Source: an optimization exercise on an open RTL-to-GDS flow (aim: small area, a short achievable clock period and few clock cycles per item). Production flows keep margins and buffers that such runs may drop. At most, simulation tests tie the RTL to the original design; equivalence was not proved. No functional check of the RTL was part of runs 3 to 6. Power is estimated from default activity; no workload was simulated.

File: constraint.sdc
create_clock -name core_clock -period 5.5 [get_ports {clk}]
set_input_delay 1.1000 -clock core_clock [delete_from_list [all_inputs] [get_ports {clk}]]
set_output_delay 1.1000 -clock core_clock [all_outputs]
set_load 0.01 [all_outputs]
File: design.v
package alu_pkg;
  localparam int reg_w   = 64;
  localparam int imm_w   = 32;
  localparam int flags_w = 16;
  localparam int adr_w   = 3;
endpackage
`timescale 1ns/10ps
module alu_unit (
  input  logic        clk,
  input  logic        rst,
  input  logic        bus_cyc,
  input  logic        bus_stb,
  input  logic        bus_we,
  input  logic [2:0]  bus_adr,
  input  logic [63:0] bus_wdata,
  output logic        bus_ack,
  output logic [63:0] bus_rdata
);
  logic [63:0] s_q;
  logic [63:0] t_q;
  logic        c_valid;
  logic [63:0] c_tx;
  logic [5:0]  c_sh;
  logic        c_sub;
  logic        c_cfuse;
  logic        c_arith;
  logic        c_keep;
  logic        c_zero;
  logic        c_and;
  logic        c_or;
  logic        c_xor;
  logic        c_sll;
  logic        c_mov;
  logic [3:0]  c_w;
  logic [1:0]  c_wn;
  logic [63:0] q_d    [4];
  logic        q_cf   [4];
  logic        q_of   [4];
  logic        q_keep [4];
  logic        q_zero [4];
  logic [1:0]  q_w    [4];
  logic [1:0]  wr_ptr;
  logic [1:0]  rd_ptr;
  logic [3:0]  count;     
  logic        chain_cf;
  logic [4:0]  last_f;    
  logic        pres;
  logic        rd_res;
  logic        wr_acc;
  logic        rd_acc;
  logic        cmd_wr;
  logic [63:0] head;
  logic        slow_q;
  logic        sl_s;
  logic        sl_t;
  logic        slow_rd;
  logic [63:0] headz;
  logic [63:0] fl;
  assign pres    = bus_cyc && bus_stb;
  assign rd_res  = !bus_we && (bus_adr == 3'd3);
  assign slow_rd = !bus_we && !bus_adr[2] && !(bus_adr[1] && bus_adr[0]);
  assign bus_ack = pres && (bus_we || bus_adr[2] ||
                            ((bus_adr[1] && bus_adr[0]) ? count[0] : slow_q));
  assign wr_acc  = pres && bus_we;
  assign rd_acc  = pres && rd_res && count[0];
  assign cmd_wr  = wr_acc && (bus_adr == 3'd2);
  assign head  = q_d[rd_ptr];
  assign headz = q_zero[rd_ptr] ? 64'd0 : head;
  assign fl    = {52'd0, last_f[4], 3'd0, last_f[3], last_f[2], 3'd0, last_f[1], 1'b0, last_f[0]} &
                 {64{bus_adr[1:0] == 2'd0}};
  assign bus_rdata = slow_q ? (({64{sl_s}} & s_q) | ({64{sl_t}} & t_q)) :
                              (bus_adr[2] ? fl : headz);
  logic       h_sf;
  logic [4:0] h_f;
  always_comb begin
    case (q_w[rd_ptr])
      2'd0:    h_sf = head[7];
      2'd1:    h_sf = head[15];
      2'd2:    h_sf = head[31];
      default: h_sf = head[63];
    endcase
    if (q_keep[rd_ptr]) begin
      h_f = last_f;
    end else begin
      h_f = {q_of[rd_ptr], h_sf, head == 64'd0, ~^head[7:0], q_cf[rd_ptr]};
    end
  end
  logic [3:0]  op;
  logic        d_sub;
  logic [63:0] d_t;
  assign op    = bus_wdata[3:0];
  assign d_sub = (op == 4'd1) || (op == 4'd3) || (op == 4'd9);
  assign d_t   = bus_wdata[6] ? {{32{bus_wdata[38]}}, bus_wdata[38:7]} : t_q;
  logic        cin;
  logic [63:0] pp;
  logic [63:0] gg;
  logic [63:0] gk [7];
  logic [63:0] pk [7];
  logic [63:0] carries;
  logic        cout;
  logic [63:0] sum;
  logic        c_hi;
  logic        c_lo;
  logic [63:0] mask;
  logic [63:0] shl;
  logic [63:0] braw;
  logic [63:0] r;
  logic        cf_new;
  logic        of_new;
  assign cin = c_sub ^ (c_cfuse && chain_cf);
  assign pp  = s_q ^ c_tx;
  assign gg  = s_q & c_tx;
  assign gk[0] = gg;
  assign pk[0] = pp;
  for (genvar l = 0; l < 6; l++) begin : g_ks
    for (genvar i = 0; i < 64; i++) begin : g_bit
      if (i >= (1 << l)) begin : g_op
        assign gk[l+1][i] = gk[l][i] | (pk[l][i] & gk[l][i - (1 << l)]);
        assign pk[l+1][i] = pk[l][i] & pk[l][i - (1 << l)];
      end else begin : g_pass
        assign gk[l+1][i] = gk[l][i];
        assign pk[l+1][i] = pk[l][i];
      end
    end
  end
  assign carries = {gk[6][62:0] | (pk[6][62:0] & {63{cin}}), cin};
  assign cout    = gk[6][63] | (pk[6][63] & cin);
  assign sum     = pp ^ carries;
  assign mask = {{32{c_w[3]}}, {16{c_w[3] | c_w[2]}}, {8{!c_w[0]}}, 8'hff};
  always_comb begin
    case (1'b1)
      c_w[0]:  begin c_hi = carries[8];  c_lo = carries[7];  end
      c_w[1]:  begin c_hi = carries[16]; c_lo = carries[15]; end
      c_w[2]:  begin c_hi = carries[32]; c_lo = carries[31]; end
      default: begin c_hi = cout;        c_lo = carries[63]; end
    endcase
  end
  assign shl  = s_q << c_sh;
  assign braw = ({64{c_and}} & gg) |
                ({64{c_or}}  & (pp | gg)) |
                ({64{c_xor}} & pp) |
                ({64{c_sll}} & shl) |
                ({64{c_mov}} & c_tx);
  assign r      = (c_arith ? sum : braw) & mask;
  assign cf_new = c_arith && (c_hi ^ c_sub);
  assign of_new = c_arith && (c_hi ^ c_lo);
  always_ff @(posedge clk) begin
    if (rst) begin
      c_valid  <= 1'b0;
      slow_q   <= 1'b0;
      wr_ptr   <= '0;
      rd_ptr   <= '0;
      count    <= '0;
      chain_cf <= 1'b0;
      last_f   <= '0;
    end else begin
      c_valid <= cmd_wr;
      slow_q  <= pres && slow_rd && !slow_q;
      if (c_valid) begin
        wr_ptr <= wr_ptr + 2'd1;
        if (!c_keep) chain_cf <= cf_new;
      end
      if (rd_acc) begin
        rd_ptr <= rd_ptr + 2'd1;
        last_f <= h_f;
      end
      case ({c_valid, rd_acc})
        2'b10:   count <= {count[2:0], 1'b1};
        2'b01:   count <= {1'b0, count[3:1]};
        default: count <= count;
      endcase
    end
  end
  always_ff @(posedge clk) begin
    sl_s <= (bus_adr[1:0] == 2'd0);
    sl_t <= (bus_adr[1:0] == 2'd1);
    if (wr_acc && bus_adr == 3'd0) s_q <= bus_wdata;
    if (wr_acc && bus_adr == 3'd1) t_q <= bus_wdata;
    c_tx    <= d_sub ? ~d_t : d_t;
    c_sh    <= d_t[5:0];
    c_sub   <= d_sub;
    c_cfuse <= (op == 4'd2) || (op == 4'd3);
    c_arith <= (op <= 4'd3) || (op == 4'd9);
    c_keep  <= (op == 4'd8) || (op >= 4'd11);
    c_zero  <= (op == 4'd9) || (op == 4'd10);
    c_and   <= (op == 4'd4) || (op == 4'd10);
    c_or    <= (op == 4'd5);
    c_xor   <= (op == 4'd6);
    c_sll   <= (op == 4'd7);
    c_mov   <= (op == 4'd8) || (op >= 4'd11);
    c_w     <= 4'b0001 << bus_wdata[5:4];
    c_wn    <= bus_wdata[5:4];
    if (c_valid) begin
      q_d[wr_ptr]    <= r;
      q_cf[wr_ptr]   <= cf_new;
      q_of[wr_ptr]   <= of_new;
      q_keep[wr_ptr] <= c_keep;
      q_zero[wr_ptr] <= c_zero;
      q_w[wr_ptr]    <= c_wn;
    end
  end
endmodule
File: config.mk
export PLATFORM = sky130hd
export DESIGN_NAME = alu_unit
export DESIGN_NICKNAME = alu_unit
export VERILOG_FILES = /design/flow/design.v
export SDC_FILE = /design/flow/constraint.sdc
export NUM_CORES = 4
export LEC_CHECK = 0
export CAP_MARGIN = 20
export CORE_MARGIN = 2
export CORE_UTILIZATION = 40
export SETUP_SLACK_MARGIN = 1.5
export SLEW_MARGIN = 20
File: run.sh
#!/bin/bash
# synth_recipe.tcl (not shown) runs the flow's synth.tcl, then flattens the netlist and writes it again
# the make line also repeats each setting of config.mk as NAME=value (left out here)
make -C /OpenROAD-flow-scripts/flow DESIGN_CONFIG=/design/flow/config.mk WORK_HOME=/design/flow/orfs CLKGATE_MAP_FILE= SYNTH_SCRIPT=/design/flow/synth_recipe.tcl finish
==> metrics.yaml, run 1 <==
drt:
  drt_iter0_drc: 2679
  drt-total-wl_um: 113000
  wl_met1_um: 46100
  wl_met3_um: 8440
  routedWlPerCell_um: 28.7
  topRoutingLayerUsed: "met5"
  drc_errors: 0
  via_per_inst: 6.23
  ant_nets: 0
  wl_met2_um: 53700
  drtPass1Iterations: 7
  vias: 24400
logic_synthesis:
  syn_area_um2: 30800
  syn-num-nets: 2996
  synth_top_family_by_area: "compound AO/OA/AOI/OAI gates"
  synth-seq-area-share: 0.466
  ys_types: 91
  synth_xor_area_frac: 0.0330
  syn_inst: 2786
  synthSimpleGateAreaFrac: 0.0906
  synth_ff_type: "edfxtp_1"
  synthAdderAreaFrac: 0.0562
  synth-seq-cells: 513
  yosys_warnings: 3
  synth_compound_area_frac: 0.172
  muxShareOfSynthArea: 0.134
  syn_avg_cell_area_um2: 11.1
  synthArstFlopShare: 0
  synth-edff-count: 408
global_routing:
  antenna_found_initial: 5
  grt_overflow_total: 0
  grt_pass1_wl_um: 162000
  grtUsageTotal: 0.278
  first_global_vias: 23800
  grt_max_degree: 65
timing:
  finalHoldViolCount: 0
  min_period_ps: 3950
  finalCritPeriodShare: 0.718
  rsz0062_at_grt: "yes"
  worst_pin_slew_ps: 1000
  slew_headroom: 0.327
  fin_skew_ps: 45.5
  clock.fmax_mhz: 253
  final-max-slew-violation-count: 0
  final-setup-viol-count: 0
  fin_setup_tns_ps: 0
floorplanning:
  ios: 137
  dieArea_um2: 79300
  die_x_um: 282
  start_util: 0.405
  num_rows: 101
  die_y_um: 282
  core_area_um2: 76100
setup_path:
  cp_max_fo: 8
  slowest_stage: "a211oi_1"
  cp_data_required_time_ps: 5810
  reg2reg_to: "q_d[1][29]"
  crit_start: "s_q[8]"
  cp_num_cells: 10
  crit_path_end: "q_d[1][29]"
  rr_worst_depth: 10
  slowest_delay_ps: 720
  cp-end-kind: "register"
  cp_top_family: "compound AO/OA/AOI/OAI gates"
  worstSetupStartpointType: "register"
  cp.arrival_ps: 4260
  ff2ff_setup_slack_ps: 1550
  regToRegStartpoint: "s_q[8]"
  path_buf_inv: 1
  critical_path_class: "register to register"
  crit_chain: "inv_1 -> ha_1 -> a21oi_1 -> o21ai_0 -> a31oi_1 -> o22ai_4 -> a21oi_2 -> nand2_1 -> xnor2_1 -> a211oi_1"
placement:
  post_dp_cell_area_um2: 33200
  placed_cells: 3794
  routabilityCongestion: 1.01
  post-dp-hpwl_um: 80900
  io_buffers: 136
power_and_ir_drop:
  p_per_area_nw_per_um2: 280
  p_leak_nw: 13.7
  ir_drop_v: 0.000263
clocking:
  clkLatencyLatePin_ps: 650
  cts_hold_buf: 0
  clockRootBuffer: "clkbuf_16"
  htree_levels: 2
  cts.clk_slew.worst_paths_ps: 60
  cts_sinks: 513
  cts_buffer_depth: 3
  cts_buffers: 55
  cts_tree: "built"
cells_and_area:
  final_cell_area_um2: 35700
  nNetsFinal: 3055
  layout_common_cells: "edfxtp_1, nand2_1, a21oi_1"
  drive_gt1_frac: 0.132
  layout.cells.non_filler: 3922
  utilization: 0.470
  antennaDiodeCount: 0
  syn_to_final_growth_pct: 15.9
  final_common_cell: "edfxtp_1"
worst_hold_path:
  min_path_cells: 0
  hp-class: "register to register"
flow_run:
  max_cap_violations: 0
outcome:
  status: "timing/DRC/antenna clean"
[metal layers]
metal	track usage	vias to the layer above
met2	0.462	1120
met4	0.0962	10
li1	-	10700
met3	0.0473	210
met1	0.368	12400
met5	0	-
[worst min-delay path by stage]
stage,startpoint,to,slack (ps)
after detailed placement,c_zero,q_zero[2],470
after global routing,c_wn[1],q_w[1][1],520
after floorplan,c_wn[0],q_w[0][0],440
after CTS,c_zero,q_zero[2],490
after global placement,c_wn[0],q_w[0][0],450
final,c_zero,q_zero[2],490
[where the power goes]
part	internal [mW]	switching, mW
sequential	4.29	0.111
clock	2.26	1.63
combinational	0.628	1.07
[synthesized netlist by cell type (20+ instances only)]
cell / number / share of area
nand3_1: 30 / 0.0049
nor2_1: 148 / 0.018
nand4_1: 30 / 0.0061
nor3_1: 25 / 0.0041
a22oi_1: 22 / 0.0054
xor2_1: 28 / 0.0080
nand2_1: 261 / 0.032
mux2i_1: 91 / 0.030
edfxtp_1: 408 / 0.40
ha_1: 137 / 0.056
dfxtp_1: 105 / 0.068
nor4_1: 21 / 0.0043
o211ai_1: 35 / 0.0085
inv_1: 169 / 0.021
a222oi_1: 20 / 0.0065
o21ai_0: 127 / 0.021
a211oi_1: 37 / 0.0090
xnor2_1: 88 / 0.025
a21o_1: 27 / 0.0066
buf_1: 31 / 0.0038
clkbuf_1: 155 / 0.019
mux4_2: 133 / 0.097
a21oi_1: 238 / 0.039
a22o_1: 125 / 0.036
buf_2: 21 / 0.0034
[flip-flops by register name, summed over array words and instances, names as in the netlist, 2 cells and up, named ones only]
register and flops:
q_keep 4, q_of 4, c_wn 2, t_q 64, last_f 5, wr_ptr 2
c_tx 64, q_cf 4, rd_ptr 2, s_q 64, count 4, q_d 256
q_zero 4, c_sh 6, c_w 4, q_w 8
[cells by family after synthesis]
family          count (synthesis)
fa+ha+maj                     138
compound gates                779
flops                         513
simple gates                  609
mux                           244
buf+inv                       387
xor+xnor                      116
[final cells by class]
type	count	area, µm²
Clock buffer	73	1490
Clock inverter	31	419
Fill cell	6975	40300
Inverter	173	652
Multi-Input combinational cell	1886	15100
Sequential cell	513	14400
Tap cell	1030	1290
Timing Repair Buffer	216	2370
[stage by stage]
stage	total power [mW]	hold WS, ps	worst slack, ps
3_3_place_gp	6.10	450	1230
4_1_cts	10.0	487	1470
3_5_place_dp	6.12	474	1220
2_1_floorplan	5.52	438	1160
5_1_grt	10.3	517	1440
6_report	9.99	486	1550
[repair_timing]
item | CTS | global route
gates resized for setup | 19 | 65
endpoints found under the setup margin | 92 | 131
buffers inserted | 13 | 8
cloned | 1 | 2
pin swaps | 1 | 2
Testbench counts, summed over its fixed seeds: cycles 11,245, ops 3,200.
==> run 2: changes to the inputs <==
--- a/config.mk
+++ b/config.mk
@@ -8,5 +8,5 @@
 export CAP_MARGIN = 20
 export CORE_MARGIN = 2
 export CORE_UTILIZATION = 40
-export SETUP_SLACK_MARGIN = 1.5
+export SETUP_SLACK_MARGIN = 2.0
 export SLEW_MARGIN = 20
==> metrics.yaml, run 2 <==
outcome:
  status: "timing/DRC/antenna clean"
drt:
  ant_nets: 0  # unchanged
  drc_errors: 0  # unchanged
  vias: 25500  # +4.3%
  via_per_inst: 6.19  # -0.50%
  routedWlPerCell_um: 28.5  # -0.64%
  drt-total-wl_um: 117000  # +4.2%
  drtPass1Iterations: 6  # -1
  drt_iter0_drc: 2880  # +7.5%
timing:
  finalHoldViolCount: 0  # unchanged
  rsz0062_at_grt: "yes"
  fin_setup_tns_ps: 0  # unchanged
  min_period_ps: 3730  # -222 ps
  hold_ws_ps: 457  # -29.1 ps
  worst_pin_slew_ps: 1140  # +143 ps
  finalCritPeriodShare: 0.678  # -0.0404
  final-setup-viol-count: 0  # unchanged
  finalWorstSetupSlack_ps: 1770  # +222 ps
  fin_skew_ps: 30.2  # -15.4 ps
  slew_headroom: 0.237  # -0.0900
  final-max-slew-violation-count: 0  # unchanged
  clock.fmax_mhz: 268  # +6.0%
power_and_ir_drop:
  p_per_area_nw_per_um2: 265  # -5.2%
  ir_drop_v: 0.000239  # -9.1%
  total_power_mw: 10.0  # +0.14%
  p_leak_nw: 14.2  # +3.3%
logic_synthesis:
  muxShareOfSynthArea: 0.134  # unchanged
  synth_compound_area_frac: 0.172  # unchanged
  synth-seq-cells: 513  # unchanged
  synthArstFlopShare: 0  # unchanged
  synth_top_family_by_area: "compound AO/OA/AOI/OAI gates"
  synth_top_area_cell: "edfxtp_1"
  syn_inst: 2786  # unchanged
  yosysTopAreaCellShare: 0.397  # unchanged
  synthTopCellsByCount: "edfxtp_1, nand2_1, a21oi_1"
  synth-edff-count: 408  # unchanged
  yosys_warnings: 3  # unchanged
  syn_area_um2: 30800  # unchanged
  synth.most_common_cell: "edfxtp_1"
  synthAdderAreaFrac: 0.0562  # unchanged
  synthSimpleGateAreaFrac: 0.0906  # unchanged
  syn-num-nets: 2996  # unchanged
  ys_top_cells_by_area: "edfxtp_1, mux4_2, dfxtp_1, ha_1, a21oi_1"
  synth_xor_area_frac: 0.0330  # unchanged
  ys_types: 91  # unchanged
  syn_avg_cell_area_um2: 11.1  # unchanged
  synth_ff_type: "edfxtp_1"
  synth-seq-area-share: 0.466  # unchanged
cells_and_area:
  drive_gt1_frac: 0.239  # +0.106
  nNetsFinal: 3246  # +6.3%
  layout_common_cells: "edfxtp_1, nand2_1, a21oi_1"
  utilization: 0.496  # +0.0265
  final_common_cell: "edfxtp_1"
  syn_to_final_growth_pct: 22.4
  layout.cells.non_filler: 4113  # +4.9%
  largest_reg_flops: 256  # unchanged
  final_cell_area_um2: 37700  # +5.6%
  regMostFlops: "q_d"
global_routing:
  grt_max_degree: 65  # unchanged
  grt_overflow_total: 0  # unchanged
  grt_pass1_wl_um: 170000  # +4.5%
  first_global_vias: 24600  # +3.3%
  antenna_found_initial: 3  # -2
  grtUsageTotal: 0.292  # +0.0142
setup_path:
  reg2reg_to: "q_d[2][28]"
  regToRegStartpoint: "c_sh[1]"
  cp_data_required_time_ps: 4400  # -1410 ps
  rr_worst_depth: 8  # -2
  ff2ff_setup_slack_ps: 2010  # +460 ps
  slowest_delay_ps: 370  # -350 ps
  cp_max_fo: 8  # unchanged
  cp-end-kind: "output port"
  cp.arrival_ps: 2630  # -1630 ps
  critical_path_class: "register to output port"
  crit_chain: "mux2_4 -> a2111oi_4 -> buf_6 -> buf_6 -> buf_12 -> buf_16 -> buf_12 -> a22o_1 -> buf_2"
  worstSetupStartpointType: "register"
  slowest_stage: "dfxtp_4"
worst_hold_path:
  min_path_cells: 0  # unchanged
  hold_end: "q_w[0][0]"
  hold_start: "c_wn[0]"
  hp-class: "register to register"
floorplanning:
  num_rows: 101  # unchanged
  ios: 137  # unchanged
  dieArea_um2: 79300  # unchanged
  die_y_um: 282  # unchanged
  core_area_um2: 76100  # unchanged
  start_util: 0.405  # unchanged
  die_x_um: 282  # unchanged
placement:
  dp_slack_ps: 1160  # -54.4 ps
  post_dp_cell_area_um2: 33200  # about the same
  placed_cells: 3791  # -0.079%
  post-dp-hpwl_um: 80200  # -0.85%
  io_buffers: 136  # unchanged
  routabilityCongestion: 0.999  # -0.98%
clocking:
  cts_tree: "built"
  clkLatencyLatePin_ps: 640  # about the same
  cts_sinks: 513  # unchanged
  clockRootBuffer: "clkbuf_16"
  cts.clk_slew.worst_paths_ps: 60  # about the same
  cts_buffers: 54  # -1.8%
  htree_levels: 2  # unchanged
  cts_buffer_depth: 3  # unchanged
  cts_hold_buf: 0  # unchanged
flow_run:
  max_cap_violations: 0  # unchanged
[run 2: changes by cell type in the layout (fill, tap and decap cells not counted), sizes merged, moves of 2 or more]
cell | previous run | this run
buf | 78 | 334
dlymetal6s2s | 47 | 0
clkdlybuf4s50 | 85 | 68
clkbuf | 75 | 84
clkinv | 21 | 15
dlygate4sd2 | 3 | 0
inv | 174 | 171
clkinvlp | 2 | 4
[run 2: worst max-delay path by stage]
stage,startpoint,to,slack (ps),depth (start not counted)
floorplan,bus_adr[2],t_q[0],1160,2
finish,register,bus_rdata[5],1770,9
detailed placement,bus_adr[1],bus_rdata[7],1160,6
global placement,bus_adr[1],bus_rdata[7],1200,6
CTS,register,bus_rdata[5],1770,9
global route,register,bus_rdata[5],1700,9
[run 2: power breakdown]
group	switching [mW]	internal, mW
combinational	1.13	0.699
clock	1.57	2.21
sequential	0.108	4.29
total	2.81	7.20
[run 2: timing repair]
item	4_1_cts	5_1_grt
pin swaps	44	58
endpoints found under the setup margin	267	231
cloned	10	0
buffers inserted	114	95
resized for setup	348	140
[run 2: cells by family after synthesis]
group                    count (synthesis)
AO/OA/AOI/OAI                          779
XOR/XNOR                               116
adder cells (fa/ha/maj)                138
buffers and inverters                  387
flip-flops                             513
multiplexers                           244
AND/OR/NAND/NOR                        609
[run 2: critical path, delay by kind of cell (launching register included)]
kind / cells / cell delay [ps]
buffers and inverters: 6 / 800
AO/OA/AOI/OAI: 2 / 490
flip-flops: 1 / 370
multiplexers: 1 / 320
[run 2: final cells by class]
cell class	count	area, µm²
Fill cell	6847	38300
Timing Repair Buffer	408	3830
Antenna cell	1	2.50
Clock inverter	23	318
Tap cell	1030	1290
Sequential cell	513	14400
Clock buffer	79	1530
Multi-Input combinational cell	1886	15700
Inverter	173	657
[run 2: per-layer routing]
metal  global-route usage  vias up  routed length [µm]
met4               0.0997        0                4070
li1                     -    11000                   -
met1                0.393    13000               48200
met5                    0        -                   0
met3               0.0490      215                9010
met2                0.480     1221               56000
==> run 3: changes to the inputs <==
--- a/design.v
+++ b/design.v
@@ -55,6 +55,8 @@
   logic        sl_t;
   logic        slow_rd;
   logic [63:0] headz;
+  logic        hz_q;      
+  logic [1:0]  rd_next;
   logic [63:0] fl;
   assign pres    = bus_cyc && bus_stb;
   assign rd_res  = !bus_we && (bus_adr == 3'd3);
@@ -64,8 +66,9 @@
   assign wr_acc  = pres && bus_we;
   assign rd_acc  = pres && rd_res && count[0];
   assign cmd_wr  = wr_acc && (bus_adr == 3'd2);
-  assign head  = q_d[rd_ptr];
-  assign headz = q_zero[rd_ptr] ? 64'd0 : head;
+  assign head    = q_d[rd_ptr];
+  assign rd_next = rd_acc ? rd_ptr + 2'd1 : rd_ptr;
+  assign headz = hz_q ? 64'd0 : head;
   assign fl    = {52'd0, last_f[4], 3'd0, last_f[3], last_f[2], 3'd0, last_f[1], 1'b0, last_f[0]} &
                  {64{bus_adr[1:0] == 2'd0}};
   assign bus_rdata = slow_q ? (({64{sl_s}} & s_q) | ({64{sl_t}} & t_q)) :
@@ -114,9 +117,9 @@
   assign pk[0] = pp;
   for (genvar l = 0; l < 6; l++) begin : g_ks
     for (genvar i = 0; i < 64; i++) begin : g_bit
-      if (i >= (1 << l)) begin : g_op
-        assign gk[l+1][i] = gk[l][i] | (pk[l][i] & gk[l][i - (1 << l)]);
-        assign pk[l+1][i] = pk[l][i] & pk[l][i - (1 << l)];
+      if ((i >> l) % 2 == 1) begin : g_op
+        assign gk[l+1][i] = gk[l][i] | (pk[l][i] & gk[l][((i >> l) << l) - 1]);
+        assign pk[l+1][i] = pk[l][i] & pk[l][((i >> l) << l) - 1];
       end else begin : g_pass
         assign gk[l+1][i] = gk[l][i];
         assign pk[l+1][i] = pk[l][i];
@@ -148,6 +151,7 @@
     if (rst) begin
       c_valid  <= 1'b0;
       slow_q   <= 1'b0;
+      hz_q     <= 1'b0;
       wr_ptr   <= '0;
       rd_ptr   <= '0;
       count    <= '0;
@@ -160,8 +164,9 @@
         wr_ptr <= wr_ptr + 2'd1;
         if (!c_keep) chain_cf <= cf_new;
       end
+      hz_q <= (c_valid && wr_ptr == rd_next) ? c_zero : q_zero[rd_next];
       if (rd_acc) begin
-        rd_ptr <= rd_ptr + 2'd1;
+        rd_ptr <= rd_next;
         last_f <= h_f;
       end
       case ({c_valid, rd_acc})
==> metrics.yaml, run 3 <==
timing:
  final-setup-viol-count: 0  # unchanged
  finalHoldViolCount: 0  # unchanged
  clock.fmax_mhz: 274  # +2.2%
  rsz0062_at_grt: "yes"
  fin_skew_ps: 49.1  # +18.9 ps
  worst_pin_slew_ps: 1130  # -15.1 ps
  slew_headroom: 0.248  # +0.0109
  finalCritPeriodShare: 0.664  # -0.0144
  fin_setup_tns_ps: 0  # unchanged
  min_period_ps: 3650  # -79.0 ps
  final-max-slew-violation-count: 0  # unchanged
power_and_ir_drop:
  combPwrFrac: 0.167  # -0.016
  p_leak_nw: 13.5  # -4.4%
  p_switching_mw: 2.75  # -1.8%
  total_power_mw: 9.93  # -0.69%
  ir_drop_v: 0.000223  # -6.7%
  p_per_area_nw_per_um2: 274  # +3.2%
  pwr-share-clk: 0.388  # +0.010
  swShare: 0.277  # -0.00324
  internal-power_mw: 7.18  # -0.24%
  seqPwrFrac: 0.445  # +0.006
cells_and_area:
  final_common_cell: "edfxtp_1"
  nNetsFinal: 3020  # -7.0%
  layout_common_cells: "edfxtp_1, nand2_1, inv_1, buf_4, a21oi_1"
  regMostFlops: "q_d"
  drive_gt1_frac: 0.232  # -0.00650
  syn_to_final_growth_pct: 22.6
  largest_reg_flops: 256  # unchanged
  layout.cells.non_filler: 3815  # -7.2%
  utilization: 0.496  # about the same
drt:
  vias: 24100  # -5.3%
  drc_errors: 0  # unchanged
  drt-total-wl_um: 114000  # -3.2%
  routedWlPerCell_um: 29.8  # +4.4%
  via_per_inst: 6.32  # +2.0%
  drt_iter0_drc: 3517  # +22%
  drtPass1Iterations: 6  # unchanged
  ant_nets: 0  # unchanged
worst_hold_path:
  min_path_cells: 0  # unchanged
  hold_end: "q_w[2][0]"
  hold_start: "c_wn[0]"
  hp-class: "register to register"
setup_path:
  ff2ff_setup_slack_ps: 1850  # -160 ps
  cp_data_required_time_ps: 5880  # +1480 ps
  cp_max_fo: 8  # unchanged
  crit_start: "c_tx[16]"
  worstSetupStartpointType: "register"
  critical_path_class: "register to register"
  reg2reg_to: "q_d[3][53]"
  rr_worst_depth: 13  # +5
  cp-end-kind: "register"
  cp.arrival_ps: 4030  # +1400 ps
  regToRegStartpoint: "c_tx[16]"
global_routing:
  grt_pass1_wl_um: 162000  # -4.5%
  grt_overflow_total: 0  # unchanged
  grtUsageTotal: 0.290  # -0.00277
  antenna_found_initial: 6  # +3
  grt_max_degree: 71  # +9.2%
  first_global_vias: 22700  # -7.6%
floorplanning:
  die_y_um: 276  # -1.9%
  start_util: 0.405  # -0.000559
  dieArea_um2: 76300  # -3.9%
  num_rows: 99  # -2.0%
  core_area_um2: 73200  # -3.8%
  die_x_um: 276  # -1.9%
  ios: 137  # unchanged
logic_synthesis:
  synth-seq-cells: 514  # +0.19%
  synthSimpleGateAreaFrac: 0.0865  # -0.00409
  synth_ff_type: "edfxtp_1"
  synth_top_family_by_area: "compound AO/OA/AOI/OAI gates"
  muxShareOfSynthArea: 0.128  # -0.00591
  synth_compound_area_frac: 0.170  # -0.00227
  synth_top_area_cell: "edfxtp_1"
  syn_area_um2: 29600  # -3.9%
  syn-num-nets: 2793  # -6.8%
  synthArstFlopShare: 0  # unchanged
  synthTopCellsByCount: "edfxtp_1, nand2_1, a21oi_1"
  yosys_warnings: 3  # unchanged
  syn_inst: 2583  # -7.3%
  synth-edff-count: 408  # unchanged
  synth-seq-area-share: 0.485  # +0.0196
  synth_xor_area_frac: 0.0278  # -0.00516
  ys_top_cells_by_area: "edfxtp_1, mux4_2, dfxtp_1, ha_1, a22o_1"
  syn_avg_cell_area_um2: 11.5  # +3.6%
  ys_types: 82  # -9.9%
  synthAdderAreaFrac: 0.0585  # +0.00228
  synth.most_common_cell: "edfxtp_1"
  yosysTopAreaCellShare: 0.414  # +0.0161
clocking:
  cts.clk_slew.worst_paths_ps: 60  # about the same
  htree_levels: 2  # unchanged
  clockRootBuffer: "clkbuf_16"
  clkLatencyLatePin_ps: 640  # about the same
  cts_sinks: 514  # +0.19%
  cts_buffers: 54  # unchanged
  cts_hold_buf: 0  # unchanged
  cts_buffer_depth: 3  # unchanged
  cts_tree: "built"
flow_run:
  max_cap_violations: 0  # unchanged
placement:
  post-dp-hpwl_um: 79400  # -1.1%
  placed_cells: 3561  # -6.1%
  routabilityCongestion: 0.970  # -3.0%
  io_buffers: 136  # unchanged
outcome:
  status: "timing/DRC/antenna clean"
run 3: changes by cell type in the layout (fill, tap and decap cells not counted), moves of 16 or more:
cell           previous run  this run
a21oi_1                 214       151
buf_2                    60        22
buf_4                   196       158
nor2_1                  142       115
nand4_1                  30        11
xnor2_1                  88        70
buf_6                    38        21
dlygate4sd2_1             0        17
nand2_1                 260       244
run 3: worst max-delay path, stage by stage (launching register included):
cell and delay, ps:
dfxtp_1 430, inv_1 70, ha_1 370, nand4_1 270
nor2_4 250, a2111oi_4 110, a211o_4 400, buf_6 140
a2111oi_4 370, buf_6 200, buf_6 110, o211ai_4 80
and4b_1 230, nor4b_4 350
run 3: worst max-delay path by stage:
| stage | depth (start not counted) | endpoint | slack (ps) |
|---|---|---|---|
| floorplan | 2 | t_q[0] | 1160 |
| global placement | 6 | bus_rdata[2] | 1210 |
| detailed placement | 6 | bus_rdata[2] | 1100 |
| CTS | 6 | bus_rdata[21] | 1770 |
| global route | 14 | q_d[2][53] | 1790 |
| finish | 13 | q_d[3][53] | 1850 |
run 3: kinds of logic (layout without fill, tap and decap cells):
group | count (synthesis) | in the layout
XOR/XNOR | 94 | 94
flip-flops | 514 | 514
adder cells (fa/ha/maj) | 138 | 138
multiplexers | 221 | 221
other | 0 | 2
AND/OR/NAND/NOR | 552 | 552
AO/OA/AOI/OAI | 718 | 718
buffers and inverters | 346 | 617
run 3: power groups by stage:
stage               Clock (mW)  Sequential, mW  Combinational [mW]
floorplan                    0            4.42               0.940
global placement             0            4.50                1.42
detailed placement           0            4.50                1.44
CTS                       3.90            4.41                1.53
global route              4.05            4.42                1.76
finish                    3.85            4.42                1.66
run 3: through the flow:
step           setup WS [ps]  instance area, µm²  hold WS (ps)
2_1_floorplan           1160               29600           438
3_3_place_gp            1210               32100           450
3_5_place_dp            1100               32100           474
4_1_cts                 1770               35400           489
5_1_grt                 1790               36300           499
6_report                1850               36300           487
run 3: layout make-up:
| class | instances | area, µm² |
|---|---|---|
| antenna | 2 | 5.00 |
| clock buffer | 64 | 1390 |
| clock inverter | 36 | 472 |
| fill | 6416 | 36900 |
| inverter | 168 | 631 |
| multi-input combinational | 1723 | 14800 |
| sequential | 514 | 14400 |
| tap | 959 | 1200 |
| timing repair buffer | 349 | 3360 |
run 3: timing repair:
item	CTS	global route
setup buffers	93	53
resized for setup	253	155
endpoints found under the setup margin	227	208
pin swaps	33	51
gates cloned	5	1
run 3: layer usage:
metal  wire length, µm  share of wire  GRT usage
met1             49600           0.44      0.437
met2             48800           0.43      0.421
met3             12500           0.11     0.0617
met4              2630          0.023     0.0741
met5                10       0.000088          0
==> run 4: changes to the inputs <==
--- a/design.v
+++ b/design.v
@@ -53,6 +53,7 @@
   logic        slow_q;
   logic        sl_s;
   logic        sl_t;
+  logic        sl_f;
   logic        slow_rd;
   logic [63:0] headz;
   logic        hz_q;      
@@ -60,19 +61,17 @@
   logic [63:0] fl;
   assign pres    = bus_cyc && bus_stb;
   assign rd_res  = !bus_we && (bus_adr == 3'd3);
-  assign slow_rd = !bus_we && !bus_adr[2] && !(bus_adr[1] && bus_adr[0]);
-  assign bus_ack = pres && (bus_we || bus_adr[2] ||
-                            ((bus_adr[1] && bus_adr[0]) ? count[0] : slow_q));
+  assign slow_rd = !bus_we && (bus_adr != 3'd3);
+  assign bus_ack = pres && (bus_we || ((bus_adr == 3'd3) ? count[0] : slow_q));
   assign wr_acc  = pres && bus_we;
   assign rd_acc  = pres && rd_res && count[0];
   assign cmd_wr  = wr_acc && (bus_adr == 3'd2);
   assign head    = q_d[rd_ptr];
   assign rd_next = rd_acc ? rd_ptr + 2'd1 : rd_ptr;
   assign headz = hz_q ? 64'd0 : head;
-  assign fl    = {52'd0, last_f[4], 3'd0, last_f[3], last_f[2], 3'd0, last_f[1], 1'b0, last_f[0]} &
-                 {64{bus_adr[1:0] == 2'd0}};
-  assign bus_rdata = slow_q ? (({64{sl_s}} & s_q) | ({64{sl_t}} & t_q)) :
-                              (bus_adr[2] ? fl : headz);
+  assign fl    = {52'd0, last_f[4], 3'd0, last_f[3], last_f[2], 3'd0, last_f[1], 1'b0, last_f[0]};
+  assign bus_rdata = slow_q ? (({64{sl_s}} & s_q) | ({64{sl_t}} & t_q) | ({64{sl_f}} & fl)) :
+                              headz;
   logic       h_sf;
   logic [4:0] h_f;
   always_comb begin
@@ -177,8 +176,9 @@
     end
   end
   always_ff @(posedge clk) begin
-    sl_s <= (bus_adr[1:0] == 2'd0);
-    sl_t <= (bus_adr[1:0] == 2'd1);
+    sl_s <= (bus_adr == 3'd0);
+    sl_t <= (bus_adr == 3'd1);
+    sl_f <= (bus_adr == 3'd4);
     if (wr_acc && bus_adr == 3'd0) s_q <= bus_wdata;
     if (wr_acc && bus_adr == 3'd1) t_q <= bus_wdata;
     c_tx    <= d_sub ? ~d_t : d_t;
==> metrics.yaml, run 4 <==
cells_and_area:
  layout_common_cells: "edfxtp_1, nand2_1, a21oi_1"
  nNetsFinal: 3040  # +0.66%
  layout.cells.non_filler: 3838  # +0.60%
  fill_cells: 6514  # +1.5%
  largest_reg_flops: 256  # unchanged
  drive_gt1_frac: 0.242  # +0.00970
  regMostFlops: "q_d"
  syn_to_final_growth_pct: 21.6
  final_common_cell: "edfxtp_1"
global_routing:
  grt_max_degree: 73  # +2.8%
  met1_usage: 0.432  # -0.00496
  top_usage_layer: "met2"
  antenna_found_initial: 4  # -2
  use_met3: 0.0613  # -0.000338
  grt_pass1_wl_um: 165000  # +1.8%
  grtUsageTotal: 0.295  # +0.00508
  grt_overflow_total: 0  # unchanged
  grtUsageMet2: 0.434  # +0.0124
  first_global_vias: 22700  # -0.16%
logic_synthesis:
  synth_xor_area_frac: 0.0337  # +0.00595
  ys_types: 97  # +18%
  synth_ff_type: "edfxtp_1"
  syn_inst: 2610  # +1.0%
  synth-seq-cells: 515  # +0.19%
  ys_top_cells_by_area: "edfxtp_1, mux4_2, dfxtp_1, ha_1, mux2i_1"
  synth_top_family_by_area: "compound AO/OA/AOI/OAI gates"
  synth_top_area_cell: "edfxtp_1"
  synthSimpleGateAreaFrac: 0.0874  # +0.000849
  syn-num-nets: 2820  # +0.97%
  synth.most_common_cell: "edfxtp_1"
  synth_compound_area_frac: 0.152  # -0.0171
  synth-edff-count: 408  # unchanged
  syn_avg_cell_area_um2: 11.3  # -1.1%
  yosys_warnings: 3  # unchanged
  synthAdderAreaFrac: 0.0586  # +0.0000594
  synthArstFlopShare: 0  # unchanged
  muxShareOfSynthArea: 0.136  # +0.00825
  synth-seq-area-share: 0.486  # +0.00117
  synthTopCellsByCount: "edfxtp_1, nand2_1, a21oi_1"
  syn_area_um2: 29600  # -0.10%
  yosysTopAreaCellShare: 0.414  # +0.000420
placement:
  io_buffers: 136  # unchanged
  routabilityCongestion: 0.948  # -2.2%
  post-dp-hpwl_um: 81300  # +2.5%
  placed_cells: 3589  # +0.79%
setup_path:
  slowest_delay_ps: 680  # +250 ps
  rr_worst_depth: 10  # -3
  ff2ff_setup_slack_ps: 1950  # +100 ps
  critPathMostFrequentCell: "a21oi_1"
  path_buf_inv: 1  # -3
  cp_max_fo: 6  # -2
  cp.arrival_ps: 3870  # -160 ps
  cp-end-kind: "register"
  cp_top_family: "compound AO/OA/AOI/OAI gates"
  critical_path_class: "register to register"
  reg2reg_to: "q_d[3][36]"
  crit_chain: "buf_4 -> ha_1 -> a21oi_1 -> o21ai_0 -> a221oi_4 -> o211ai_4 -> nor2_4 -> o21bai_1 -> xnor2_1 -> a21oi_1"
  cp_data_required_time_ps: 5820  # -60 ps
  regToRegStartpoint: "s_q[25]"
  slowest_stage: "a21oi_1"
  worstSetupStartpointType: "register"
floorplanning:
  dieArea_um2: 76200  # -0.10%
  die_x_um: 276  # about the same
  ios: 137  # unchanged
  start_util: 0.405  # about the same
  die_y_um: 276  # about the same
  core_area_um2: 73100  # -0.17%
  num_rows: 99  # unchanged
drt:
  drt-total-wl_um: 117000  # +2.7%
  drt_iter0_drc: 3053  # -13%
  via_per_inst: 6.29  # -0.50%
  drtPass1Iterations: 22  # +16
  ant_nets: 0  # unchanged
  vias: 24100  # +0.10%
  routedWlPerCell_um: 30.4  # +2.0%
  drc_errors: 0  # unchanged
clocking:
  clockRootBuffer: "clkbuf_16"
  cts_buffers: 54  # unchanged
  cts_buffer_depth: 3  # unchanged
  cts_hold_buf: 0  # unchanged
  cts_tree: "built"
  htree_levels: 2  # unchanged
  cts_sinks: 515  # +0.19%
  cts.clk_slew.worst_paths_ps: 70  # about the same
  clkLatencyLatePin_ps: 640  # about the same
worst_hold_path:
  min_path_cells: 0  # unchanged
  hold_start: "c_wn[1]"
  hold_end: "q_w[1][1]"
  hp-class: "register to register"
timing:
  finalHoldViolCount: 0  # unchanged
  clock.fmax_mhz: 282  # +2.8%
  fin_skew_ps: 46.5  # -2.60 ps
  finalCritPeriodShare: 0.645  # -0.0182
  final-setup-viol-count: 0  # unchanged
  final-max-slew-violation-count: 0  # unchanged
  slew_headroom: 0.259  # +0.0104
  worst_pin_slew_ps: 1110  # -15.6 ps
  min_period_ps: 3550  # -100 ps
  rsz0062_at_grt: "yes"
  fin_setup_tns_ps: 0  # unchanged
flow_run:
  max_cap_violations: 0  # unchanged
power_and_ir_drop:
  p_leak_nw: 13.2  # -2.7%
  p_per_area_nw_per_um2: 278  # +1.6%
  ir_drop_v: 0.000239  # +7.0%
outcome:
  status: "timing/DRC/antenna clean"
-- run 4: changes by cell type after synthesis, sizes merged, moves of 11 or more --
| cell | delta |
|---|---|
| a22o | -128 |
| a22oi | +66 |
| nand2 | +51 |
| o21ai | +40 |
| mux2i | +33 |
| clkbuf | -20 |
| buf | +16 |
| a21oi | +15 |
| nor2 | -13 |
| o21a | -13 |
| xnor2 | +13 |
| o2111ai | -11 |
-- run 4: power breakdown --
part | total (mW) | internal, mW | switching, mW | leakage, nW
clock network | 3.92 | 2.26 | 1.67 | 0.924
logic | 1.68 | 0.611 | 1.07 | 7.65
registers | 4.40 | 4.30 | 0.101 | 4.60
-- run 4: cells by family (layout without fill, tap and decap cells) --
family / count (synthesis) / after routing
compound gates: 690 / 690
flops: 515 / 515
other cells: 0 / 3
buf+inv: 335 / 601
fa+ha+maj: 138 / 138
simple gates: 571 / 571
mux: 247 / 247
xor+xnor: 114 / 114
-- run 4: timing repair --
| action | 4_1_cts | 5_1_grt |
|---|---|---|
| endpoints found under the setup margin | 271 | 257 |
| gates resized for setup | 305 | 194 |
| gates cloned | 2 | 1 |
| hold endpoints to repair | 0 | 0 |
| pin swaps | 9 | 36 |
| setup buffers | 69 | 71 |
-- run 4: routing by layer --
metal / vias up / routed length [µm]
met2: 1437 / 49700
met5: - / 16
met3: 217 / 11800
li1: 10300 / -
met1: 12200 / 50500
met4: 2 / 4530
-- run 4: area by class of cell --
| cell class | instances | area [µm²] | area share |
|---|---|---|---|
| antenna | 3 | 7.51 | 0.000209 |
| clock buffer | 62 | 1420 | 0.0395 |
| multi-input combinational | 1760 | 14800 | 0.411 |
| tap | 959 | 1200 | 0.0333 |
| sequential | 515 | 14400 | 0.401 |
| timing repair buffer | 338 | 3060 | 0.0849 |
| clock inverter | 40 | 490 | 0.0136 |
| inverter | 161 | 609 | 0.0169 |
-- run 4: worst max-delay path by stage --
stage | from | endpoint | cells past startpoint
CTS | register | bus_rdata[34] | 6
detailed placement | c_sh[2] | q_d[0][16] | 10
finish | s_q[25] | q_d[3][36] | 10
floorplan | bus_adr[2] | t_q[0] | 2
global route | s_q[11] | q_d[1][30] | 11
global placement | c_sh[2] | q_d[0][16] | 10
-- run 4: metrics by stage --
stage	cell area, µm²	util	power (mW)	setup WS (ps)	hold WS (ps)
2_1_floorplan	29600	-	5.38	2000	438
3_3_place_gp	32000	0.438	5.96	1270	444
3_5_place_dp	32000	0.438	5.98	1220	471
4_1_cts	35000	0.478	9.92	1800	486
5_1_grt	36000	0.492	10.3	1900	510
6_report	36000	0.493	10.0	1950	494
==> run 5: changes to the inputs <==
--- a/design.v
+++ b/design.v
@@ -51,27 +51,53 @@
   logic        cmd_wr;
   logic [63:0] head;
   logic        slow_q;
-  logic        sl_s;
-  logic        sl_t;
-  logic        sl_f;
   logic        slow_rd;
-  logic [63:0] headz;
-  logic        hz_q;      
+  logic        slow_nx;
   logic [1:0]  rd_next;
-  logic [63:0] fl;
+  logic [3:0]  o_slow;
+  logic [3:0]  o_s;
+  logic [3:0]  o_t;
+  logic [3:0]  o_h;
+  logic [1:0]  o_p [4];
+  logic        o_f;
   assign pres    = bus_cyc && bus_stb;
   assign rd_res  = !bus_we && (bus_adr == 3'd3);
   assign slow_rd = !bus_we && (bus_adr != 3'd3);
+  assign slow_nx = pres && slow_rd && !slow_q;
   assign bus_ack = pres && (bus_we || ((bus_adr == 3'd3) ? count[0] : slow_q));
   assign wr_acc  = pres && bus_we;
   assign rd_acc  = pres && rd_res && count[0];
   assign cmd_wr  = wr_acc && (bus_adr == 3'd2);
-  assign head    = q_d[rd_ptr];
   assign rd_next = rd_acc ? rd_ptr + 2'd1 : rd_ptr;
-  assign headz = hz_q ? 64'd0 : head;
-  assign fl    = {52'd0, last_f[4], 3'd0, last_f[3], last_f[2], 3'd0, last_f[1], 1'b0, last_f[0]};
-  assign bus_rdata = slow_q ? (({64{sl_s}} & s_q) | ({64{sl_t}} & t_q) | ({64{sl_f}} & fl)) :
-                              headz;
+  for (genvar k = 0; k < 4; k++) begin : g_out
+    logic       nx;
+    logic [1:0] p_nx;
+    logic       z_nx;
+    logic [15:0] d;
+    assign nx   = pres && slow_rd && !o_slow[k];
+    assign p_nx = rd_acc ? o_p[k] + 2'd1 : o_p[k];
+    assign z_nx = (c_valid && wr_ptr == p_nx) ? c_zero : q_zero[p_nx];
+    always_ff @(posedge clk) begin
+      if (rst) begin
+        o_slow[k] <= 1'b0;
+        o_p[k]    <= '0;
+      end else begin
+        o_slow[k] <= nx;
+        o_p[k]    <= p_nx;
+      end
+      o_s[k] <= nx && (bus_adr == 3'd0);
+      o_t[k] <= nx && (bus_adr == 3'd1);
+      o_h[k] <= !nx && !z_nx;
+    end
+    assign d = q_d[o_p[k]][16*k +: 16];
+    assign head[16*k +: 16] = d;
+    assign bus_rdata[16*k +: 16] = ({16{o_s[k]}} & s_q[16*k +: 16]) |
+                                   ({16{o_t[k]}} & t_q[16*k +: 16]) |
+                                   ({16{o_h[k]}} & d) |
+                                   ((k == 0) ? ({16{o_f}} & {4'd0, last_f[4], 3'd0, last_f[3],
+                                                             last_f[2], 3'd0, last_f[1], 1'b0,
+                                                             last_f[0]}) : 16'd0);
+  end
   logic       h_sf;
   logic [4:0] h_f;
   always_comb begin
@@ -150,7 +176,6 @@
     if (rst) begin
       c_valid  <= 1'b0;
       slow_q   <= 1'b0;
-      hz_q     <= 1'b0;
       wr_ptr   <= '0;
       rd_ptr   <= '0;
       count    <= '0;
@@ -158,12 +183,11 @@
       last_f   <= '0;
     end else begin
       c_valid <= cmd_wr;
-      slow_q  <= pres && slow_rd && !slow_q;
+      slow_q  <= slow_nx;
       if (c_valid) begin
         wr_ptr <= wr_ptr + 2'd1;
         if (!c_keep) chain_cf <= cf_new;
       end
-      hz_q <= (c_valid && wr_ptr == rd_next) ? c_zero : q_zero[rd_next];
       if (rd_acc) begin
         rd_ptr <= rd_next;
         last_f <= h_f;
@@ -176,9 +200,7 @@
     end
   end
   always_ff @(posedge clk) begin
-    sl_s <= (bus_adr == 3'd0);
-    sl_t <= (bus_adr == 3'd1);
-    sl_f <= (bus_adr == 3'd4);
+    o_f <= slow_nx && (bus_adr == 3'd4);
     if (wr_acc && bus_adr == 3'd0) s_q <= bus_wdata;
     if (wr_acc && bus_adr == 3'd1) t_q <= bus_wdata;
     c_tx    <= d_sub ? ~d_t : d_t;
==> metrics.yaml, run 5 <==
outcome:
  status: "timing/DRC/antenna clean"
drt:
  ant_nets: 0  # unchanged
  drtPass1Iterations: 9  # -59%
  vias: 23800  # -1.3%
  routedWlPerCell_um: 28.0  # -7.9%
  drt-total-wl_um: 108000  # -7.2%
  wl_met3_um: 7900  # -33%
  drt_iter0_drc: 2951  # -3.3%
  via_per_inst: 6.16  # -2.1%
  drc_errors: 0  # unchanged
  wl_met1_um: 43500  # -14%
  topRoutingLayerUsed: "met5"
  wl_met2_um: 52500  # +5.6%
cells_and_area:
  largest_reg_flops: 256  # unchanged
  antennaDiodeCount: 0  # -3
  layout_common_cells: "edfxtp_1, nand2_1, inv_1"
  syn_to_final_growth_pct: 20.8
  utilization: 0.488  # -0.00496
  drive_gt1_frac: 0.221  # -0.0205
  nNetsFinal: 3061  # +0.69%
  fill_cells: 6637  # +1.9%
  final_cell_area_um2: 36300  # +0.84%
  regMostFlops: "q_d"
  final_common_cell: "edfxtp_1"
  layout.cells.non_filler: 3868  # +0.78%
setup_path:
  cp.arrival_ps: 2630  # -1240 ps
  cp-end-kind: "output port"
  crit_chain: "mux4_2 -> a222oi_1 -> inv_1 -> buf_2"
  ff2ff_setup_slack_ps: 2020  # +70 ps
  critical_path_class: "register to output port"
  path_buf_inv: 2  # +1
  cp_data_required_time_ps: 4400  # -1420 ps
  worstSetupStartpointType: "register"
  cp_top_family: "compound AO/OA/AOI/OAI gates"
  slowest_stage: "a222oi_1"
  cp_max_fo: 4  # -2
  slowest_delay_ps: 710  # +30 ps
clocking:
  cts.clk_slew.worst_paths_ps: 70  # about the same
  cts_sinks: 536  # +4.1%
  cts_buffer_depth: 3  # unchanged
  cts_hold_buf: 0  # unchanged
  clkLatencyLatePin_ps: 650  # about the same
  cts_tree: "built"
  cts_buffers: 56  # +3.7%
  clockRootBuffer: "clkbuf_16"
  htree_levels: 2  # unchanged
timing:
  final-max-slew-violation-count: 0  # unchanged
  fin_setup_tns_ps: 0  # unchanged
  min_period_ps: 3730  # +181 ps
  final-setup-viol-count: 0  # unchanged
  finalWorstSetupSlack_ps: 1770  # -181 ps
  fin_skew_ps: 52.1  # +5.63 ps
  finalHoldViolCount: 0  # unchanged
  slew_headroom: 0.298  # +0.0396
  hold_ws_ps: 463  # -30.7 ps
  clock.fmax_mhz: 268  # -4.9%
  worst_pin_slew_ps: 1040  # -68.1 ps
  finalCritPeriodShare: 0.678  # +0.0329
  rsz0062_at_grt: "yes"
logic_synthesis:
  ys_top_cells_by_area: "edfxtp_1, mux4_2, dfxtp_1, ha_1, a21oi_1"
  yosysTopAreaCellShare: 0.408  # -0.00637
  synthAdderAreaFrac: 0.0577  # -0.000902
  synth-seq-cells: 536  # +4.1%
  synthArstFlopShare: 0  # unchanged
  synthTopCellsByCount: "edfxtp_1, nand2_1, inv_1"
  synth-edff-count: 408  # unchanged
  syn-num-nets: 2817  # -0.11%
  synth.most_common_cell: "edfxtp_1"
  synth_compound_area_frac: 0.145  # -0.00718
  ys_types: 85  # -12%
  synthSimpleGateAreaFrac: 0.0814  # -0.00597
  synth_ff_type: "edfxtp_1"
  synth-seq-area-share: 0.493  # +0.00650
  muxShareOfSynthArea: 0.134  # -0.00198
  synth_top_area_cell: "edfxtp_1"
  syn_area_um2: 30100  # +1.6%
  yosys_warnings: 4  # +1
  synth_xor_area_frac: 0.0390  # +0.00531
  synth_top_family_by_area: "compound AO/OA/AOI/OAI gates"
  syn_avg_cell_area_um2: 11.5  # +1.7%
  syn_inst: 2607  # -0.11%
floorplanning:
  num_rows: 100  # +1.0%
  core_area_um2: 74400  # +1.9%
  ios: 137  # unchanged
  start_util: 0.404  # -0.00120
  die_x_um: 278  # +0.77%
  die_y_um: 278  # +0.77%
  dieArea_um2: 77400  # +1.5%
placement:
  dp_slack_ps: 1230  # +10.3 ps
  placed_cells: 3598  # +0.25%
  post-dp-hpwl_um: 75800  # -6.7%
  routabilityCongestion: 1.00  # +5.8%
  io_buffers: 136  # unchanged
  post_dp_cell_area_um2: 32400  # +1.3%
power_and_ir_drop:
  total_power_mw: 10.2  # +2.4%
  p_per_area_nw_per_um2: 282  # +1.5%
  p_leak_nw: 13.9  # +5.8%
  ir_drop_v: 0.000212  # -11%
global_routing:
  first_global_vias: 23200  # +2.5%
  grt_pass1_wl_um: 157000  # -4.8%
  grt_overflow_total: 0  # unchanged
  grtUsageTotal: 0.272  # -0.0232
  antenna_found_initial: 2  # -2
  grt_max_degree: 66  # -9.6%
worst_hold_path:
  hp-class: "register to register"
flow_run:
  max_cap_violations: 0  # unchanged
==> run 5: worst reg2reg max path: stages, from the launching register on <==
cell and delay (ps):
dfxtp_4 470, buf_4 200, buf_4 230, mux2i_1 170, o22a_1 390, nand2_1 130, nand2_1 170, mux2i_1 560
a21oi_1 150, a211oi_1 680
==> run 5: cell type report <==
type	instances	area (µm²)	share of cell area
flip-flops and latches	536	14900	0.409
multi-input cells	1687	14300	0.393
repair buffers	348	3090	0.0851
clock buffers	65	1450	0.0398
well taps	969	1210	0.0334
inverters	222	833	0.0230
clock inverters	41	583	0.0161
==> run 5: logic make-up after synthesis <==
group / after synthesis
multiplexers: 233
AO/OA/AOI/OAI: 632
adder cells (fa/ha/maj): 138
buffers and inverters: 385
XOR/XNOR: 134
flip-flops: 536
AND/OR/NAND/NOR: 549
==> run 5: worst paths after layout <==
kind         cells after the start       endpoint  startpoint
max reg2reg                      9     q_d[0][28]     c_sh[0]
max                              4  bus_rdata[31]   o_p[1][0]
min reg2reg                      1         slow_q      slow_q
min                              1         slow_q      slow_q
==> run 5: timing repair <==
| action | CTS | global route |
|---|---|---|
| cloned | 3 | 1 |
| buffers inserted | 93 | 66 |
| pin swaps | 60 | 55 |
| resized for setup | 302 | 92 |
| endpoints found under the setup margin | 291 | 235 |
==> run 5: routing by layer <==
| layer | vias up | GRT usage |
|---|---|---|
| met5 | - | 0 |
| met4 | 4 | 0.100 |
| met3 | 225 | 0.0376 |
| met2 | 1158 | 0.461 |
| met1 | 12100 | 0.354 |
| li1 | 10300 | - |
==> run 5: report_power, final <==
part	internal, mW	total (mW)	switching (mW)
Clock	2.47	4.15	1.68
Combinational	0.585	1.52	0.939
Sequential	4.45	4.57	0.113
==> run 6: changes to the inputs <==
--- a/design.v
+++ b/design.v
@@ -19,7 +19,8 @@
   logic [63:0] s_q;
   logic [63:0] t_q;
   logic        c_valid;
-  logic [63:0] c_tx;
+  logic [63:0] c_pp;
+  logic [63:0] c_gg;
   logic [5:0]  c_sh;
   logic        c_sub;
   logic        c_cfuse;
@@ -116,9 +117,11 @@
   logic [3:0]  op;
   logic        d_sub;
   logic [63:0] d_t;
+  logic [63:0] d_tx;
   assign op    = bus_wdata[3:0];
   assign d_sub = (op == 4'd1) || (op == 4'd3) || (op == 4'd9);
   assign d_t   = bus_wdata[6] ? {{32{bus_wdata[38]}}, bus_wdata[38:7]} : t_q;
+  assign d_tx  = d_sub ? ~d_t : d_t;
   logic        cin;
   logic [63:0] pp;
   logic [63:0] gg;
@@ -136,8 +139,8 @@
   logic        cf_new;
   logic        of_new;
   assign cin = c_sub ^ (c_cfuse && chain_cf);
-  assign pp  = s_q ^ c_tx;
-  assign gg  = s_q & c_tx;
+  assign pp  = c_pp;
+  assign gg  = c_gg;
   assign gk[0] = gg;
   assign pk[0] = pp;
   for (genvar l = 0; l < 6; l++) begin : g_ks
@@ -168,7 +171,7 @@
                 ({64{c_or}}  & (pp | gg)) |
                 ({64{c_xor}} & pp) |
                 ({64{c_sll}} & shl) |
-                ({64{c_mov}} & c_tx);
+                ({64{c_mov}} & (pp ^ s_q));
   assign r      = (c_arith ? sum : braw) & mask;
   assign cf_new = c_arith && (c_hi ^ c_sub);
   assign of_new = c_arith && (c_hi ^ c_lo);
@@ -203,7 +206,8 @@
     o_f <= slow_nx && (bus_adr == 3'd4);
     if (wr_acc && bus_adr == 3'd0) s_q <= bus_wdata;
     if (wr_acc && bus_adr == 3'd1) t_q <= bus_wdata;
-    c_tx    <= d_sub ? ~d_t : d_t;
+    c_pp    <= s_q ^ d_tx;
+    c_gg    <= s_q & d_tx;
     c_sh    <= d_t[5:0];
     c_sub   <= d_sub;
     c_cfuse <= (op == 4'd2) || (op == 4'd3);
==> metrics.yaml, run 6 <==
clocking:
  cts_buffer_depth: 3  # unchanged
  cts_tree: "built"
  cts.clk_slew.worst_paths_ps: 60  # about the same
  clkLatencyLatePin_ps: 630  # -20 ps
  clockRootBuffer: "clkbuf_16"
  cts_sinks: 600  # +12%
  cts_hold_buf: 0  # unchanged
  htree_levels: 3  # +1
  cts_buffers: 69  # +23%
logic_synthesis:
  synthTopCellsByCount: "edfxtp_1, nand2_1, dfxtp_1"
  synth-edff-count: 408  # unchanged
  ys_types: 83  # -2.4%
  synth-seq-area-share: 0.528  # +0.0349
  syn_avg_cell_area_um2: 12.2  # +5.5%
  syn_area_um2: 30500  # +1.5%
  yosys_warnings: 4  # unchanged
  yosysTopAreaCellShare: 0.402  # -0.00585
  ys_top_cells_by_area: "edfxtp_1, dfxtp_1, mux4_2, xor2_1, ha_1"
  synth.most_common_cell: "edfxtp_1"
  syn_inst: 2508  # -3.8%
  syn-num-nets: 2654  # -5.8%
  synth_top_area_cell: "edfxtp_1"
  synth-seq-cells: 600  # +12%
  synthArstFlopShare: 0  # unchanged
  synth_ff_type: "edfxtp_1"
cells_and_area:
  layout.cells.non_filler: 3708  # -4.1%
  layout_common_cells: "edfxtp_1, nand2_1, dfxtp_1"
  final_common_cell: "edfxtp_1"
  multi_input_area_um2: 13400  # -6.4%
  fill_cells: 6723  # +1.3%
  ff_latch_area_um2: 16100  # +8.6%
  drive_gt1_frac: 0.193  # -0.0280
  antennaDiodeCount: 0  # unchanged
  nNetsFinal: 2823  # -7.8%
  largest_reg_flops: 256  # unchanged
  syn_to_final_growth_pct: 18.0
  regMostFlops: "q_d"
timing:
  finalCritPeriodShare: 0.658  # -0.0199
  fin_skew_ps: 35.2  # -16.9 ps
  worst_pin_slew_ps: 1250  # +208 ps
  final-setup-viol-count: 0  # unchanged
  finalHoldViolCount: 0  # unchanged
  fin_setup_tns_ps: 0  # unchanged
  slew_headroom: 0.158  # -0.141
  min_period_ps: 3620  # -110 ps
  rsz0062_at_grt: "yes"
  finalWorstSetupSlack_ps: 1880  # +110 ps
  final-max-slew-violation-count: 0  # unchanged
  clock.fmax_mhz: 276  # +3.0%
placement:
  post-dp-hpwl_um: 74200  # -2.1%
  dp_slack_ps: 1560  # +328 ps
  placed_cells: 3482  # -3.2%
  routabilityCongestion: 0.959  # -4.4%
  io_buffers: 136  # unchanged
setup_path:
  path_buf_inv: 4  # +2
  cp_max_fo: 4  # unchanged
  critPathMostFrequentCell: "buf_12"
  slowest_stage: "mux4_2"
  crit_chain: "buf_12 -> buf_12 -> mux4_2 -> a222oi_1 -> inv_1 -> buf_2"
  cp_data_required_time_ps: 4400  # about the same
  cp_top_family: "multiplexers"
  regToRegStartpoint: "o_p[1][0]"
  reg2reg_to: "last_f[2]"
  worstSetupStartpointType: "register"
  ff2ff_setup_slack_ps: 2100  # +80 ps
  critical_path_class: "register to output port"
  cp-end-kind: "output port"
  rr_worst_depth: 9  # unchanged
  slowest_delay_ps: 510  # -200 ps
  cp.arrival_ps: 2520  # -110 ps
floorplanning:
  die_x_um: 280  # +0.72%
  start_util: 0.403  # -0.000883
  core_area_um2: 75700  # +1.7%
  die_y_um: 280  # +0.72%
  ios: 137  # unchanged
  dieArea_um2: 78500  # +1.4%
  num_rows: 101  # +1.0%
drt:
  vias: 22800  # -4.3%
  via_per_inst: 6.15  # -0.19%
  drtPass1Iterations: 7  # -2
  drc_errors: 0  # unchanged
  ant_nets: 0  # unchanged
  routedWlPerCell_um: 28.2  # +1.0%
  drt-total-wl_um: 105000  # -3.2%
  drt_iter0_drc: 2722  # -7.8%
flow_run:
  max_cap_violations: 0  # unchanged
worst_hold_path:
  hp-class: "register to register"
  hold_end: "q_w[1][0]"
  min_path_cells: 0  # -1
  hold_start: "c_wn[0]"
global_routing:
  grt_overflow_total: 0  # unchanged
  grtUsageTotal: 0.263  # -0.00898
  grt_max_degree: 69  # +4.5%
  first_global_vias: 22200  # -4.7%
  antenna_found_initial: 3  # +1
  grt_pass1_wl_um: 151000  # -3.8%
outcome:
  status: "timing/DRC/antenna clean"
power_and_ir_drop:
  ir_drop_v: 0.000236  # +11%
  p_leak_nw: 13.3  # -4.7%
  p_per_area_nw_per_um2: 309  # +9.6%
==> run 6: cells by family after synthesis <==
group	after synthesis	share of synthesized area
buffers and inverters	285	0.0381
DFF	600	0.528
AOI/OAI and AO/OA	573	0.136
xor gates and xnor gates	197	0.0566
and+or+nand+nor	539	0.0783
adders and majority gates	74	0.0304
muxes	240	0.132
==> run 6: layout make-up <==
class                   count  share of cell area
well taps                 978              0.0340
multi-input cells        1623               0.371
flip-flops and latches    600               0.448
clock inverters            31              0.0105
repair buffers            291              0.0735
clock buffers              93              0.0533
inverters                  92             0.00970
==> run 6: power breakdown <==
group	internal (mW)	total (mW)	switching, mW
Clock	2.79	4.66	1.87
Combinational	0.521	1.31	0.788
Sequential	4.95	5.16	0.205
==> run 6: worst max-delay path by stage <==
| stage | start | cells past startpoint | slack (ps) | end |
|---|---|---|---|---|
| floorplan | o_p[0][0] | 5 | 2390 | bus_rdata[3] |
| global placement | bus_adr[2] | 5 | 1600 | bus_ack |
| detailed placement | bus_adr[0] | 5 | 1560 | bus_ack |
| CTS | o_p[3][0] | 6 | 1810 | bus_rdata[56] |
| global route | o_p[3][0] | 6 | 1790 | bus_rdata[56] |
| finish | o_p[3][0] | 6 | 1880 | bus_rdata[55] |
==> run 6: what timing repair did <==
item	in CTS	in global routing
setup endpoints to repair	142	106
setup buffers	70	28
gates resized for setup	258	40
pin swaps	54	36
cloned	4	0
==> run 6: layer usage <==
metal | part of all wire | wire length [µm] | GRT usage | up-vias
met2 | 0.48 | 50100 | 0.434 | 1074
met5 | 0 | 0 | 0 | -
met1 | 0.41 | 43300 | 0.348 | 11600
li1 | - | - | - | 9962
met3 | 0.066 | 6880 | 0.0351 | 184
met4 | 0.043 | 4500 | 0.107 | 0
==> run 6: per-stage QoR <==
| step | cell area (µm²) | hold WS (ps) | utilization | power (mW) |
|---|---|---|---|---|
| floorplan | 30500 | 421 | - | 6.06 |
| global placement | 32700 | 440 | 0.432 | 6.49 |
| detailed placement | 32700 | 459 | 0.432 | 6.51 |
| CTS | 35700 | 473 | 0.472 | 11.2 |
| global route | 36000 | 496 | 0.476 | 11.5 |
| finish | 36000 | 470 | 0.476 | 11.1 |

-- port drivers added, routing unchanged --
How much do the figures lean on ideal ports? The routed layouts below were timed once more, with nothing changed but the port constraints. Step 1 assumes that a clkbuf_16 drives the clock port and a buf_2 every other input. Step 2 adds t to the input delays and takes it off the output delays; t is the mean of the earliest and latest rising clock arrival at the registers after step 1. Input paths then give back, and output paths get back, about the clock's delay inside the block. Slacks: ideal ports / drivers / drivers and shift; pairs: ideal ports / drivers.
run | t, ns | slack for setup (ns) | hold slack, ns | pins driven straight from the clock port
run 1 | 0.698 | 1.549 / 1.509 / 1.308 | 0.486 / 0.486 / 0.486 | 1
run 2 | 0.697 | 1.772 / 1.704 / 1.807 | 0.457 / 0.457 / 0.457 | 1
run 3 | 0.680 | 1.851 / 1.800 / 1.616 | 0.487 / 0.487 / 0.487 | 1
run 4 | 0.677 | 1.951 / 1.894 / 1.951 | 0.494 / 0.494 / 0.494 | 1
run 5 | 0.685 | 1.770 / 1.704 / 1.823 | 0.463 / 0.463 / 0.463 | 1
run 6 | 0.677 | 1.879 / 1.815 / 1.795 | 0.470 / 0.470 / 0.470 | 1
After both steps every run listed still meets setup and hold. For run 1, which loses most, drivers alone change the setup slack by -0.040 ns; drivers and shift together by -0.241 ns.
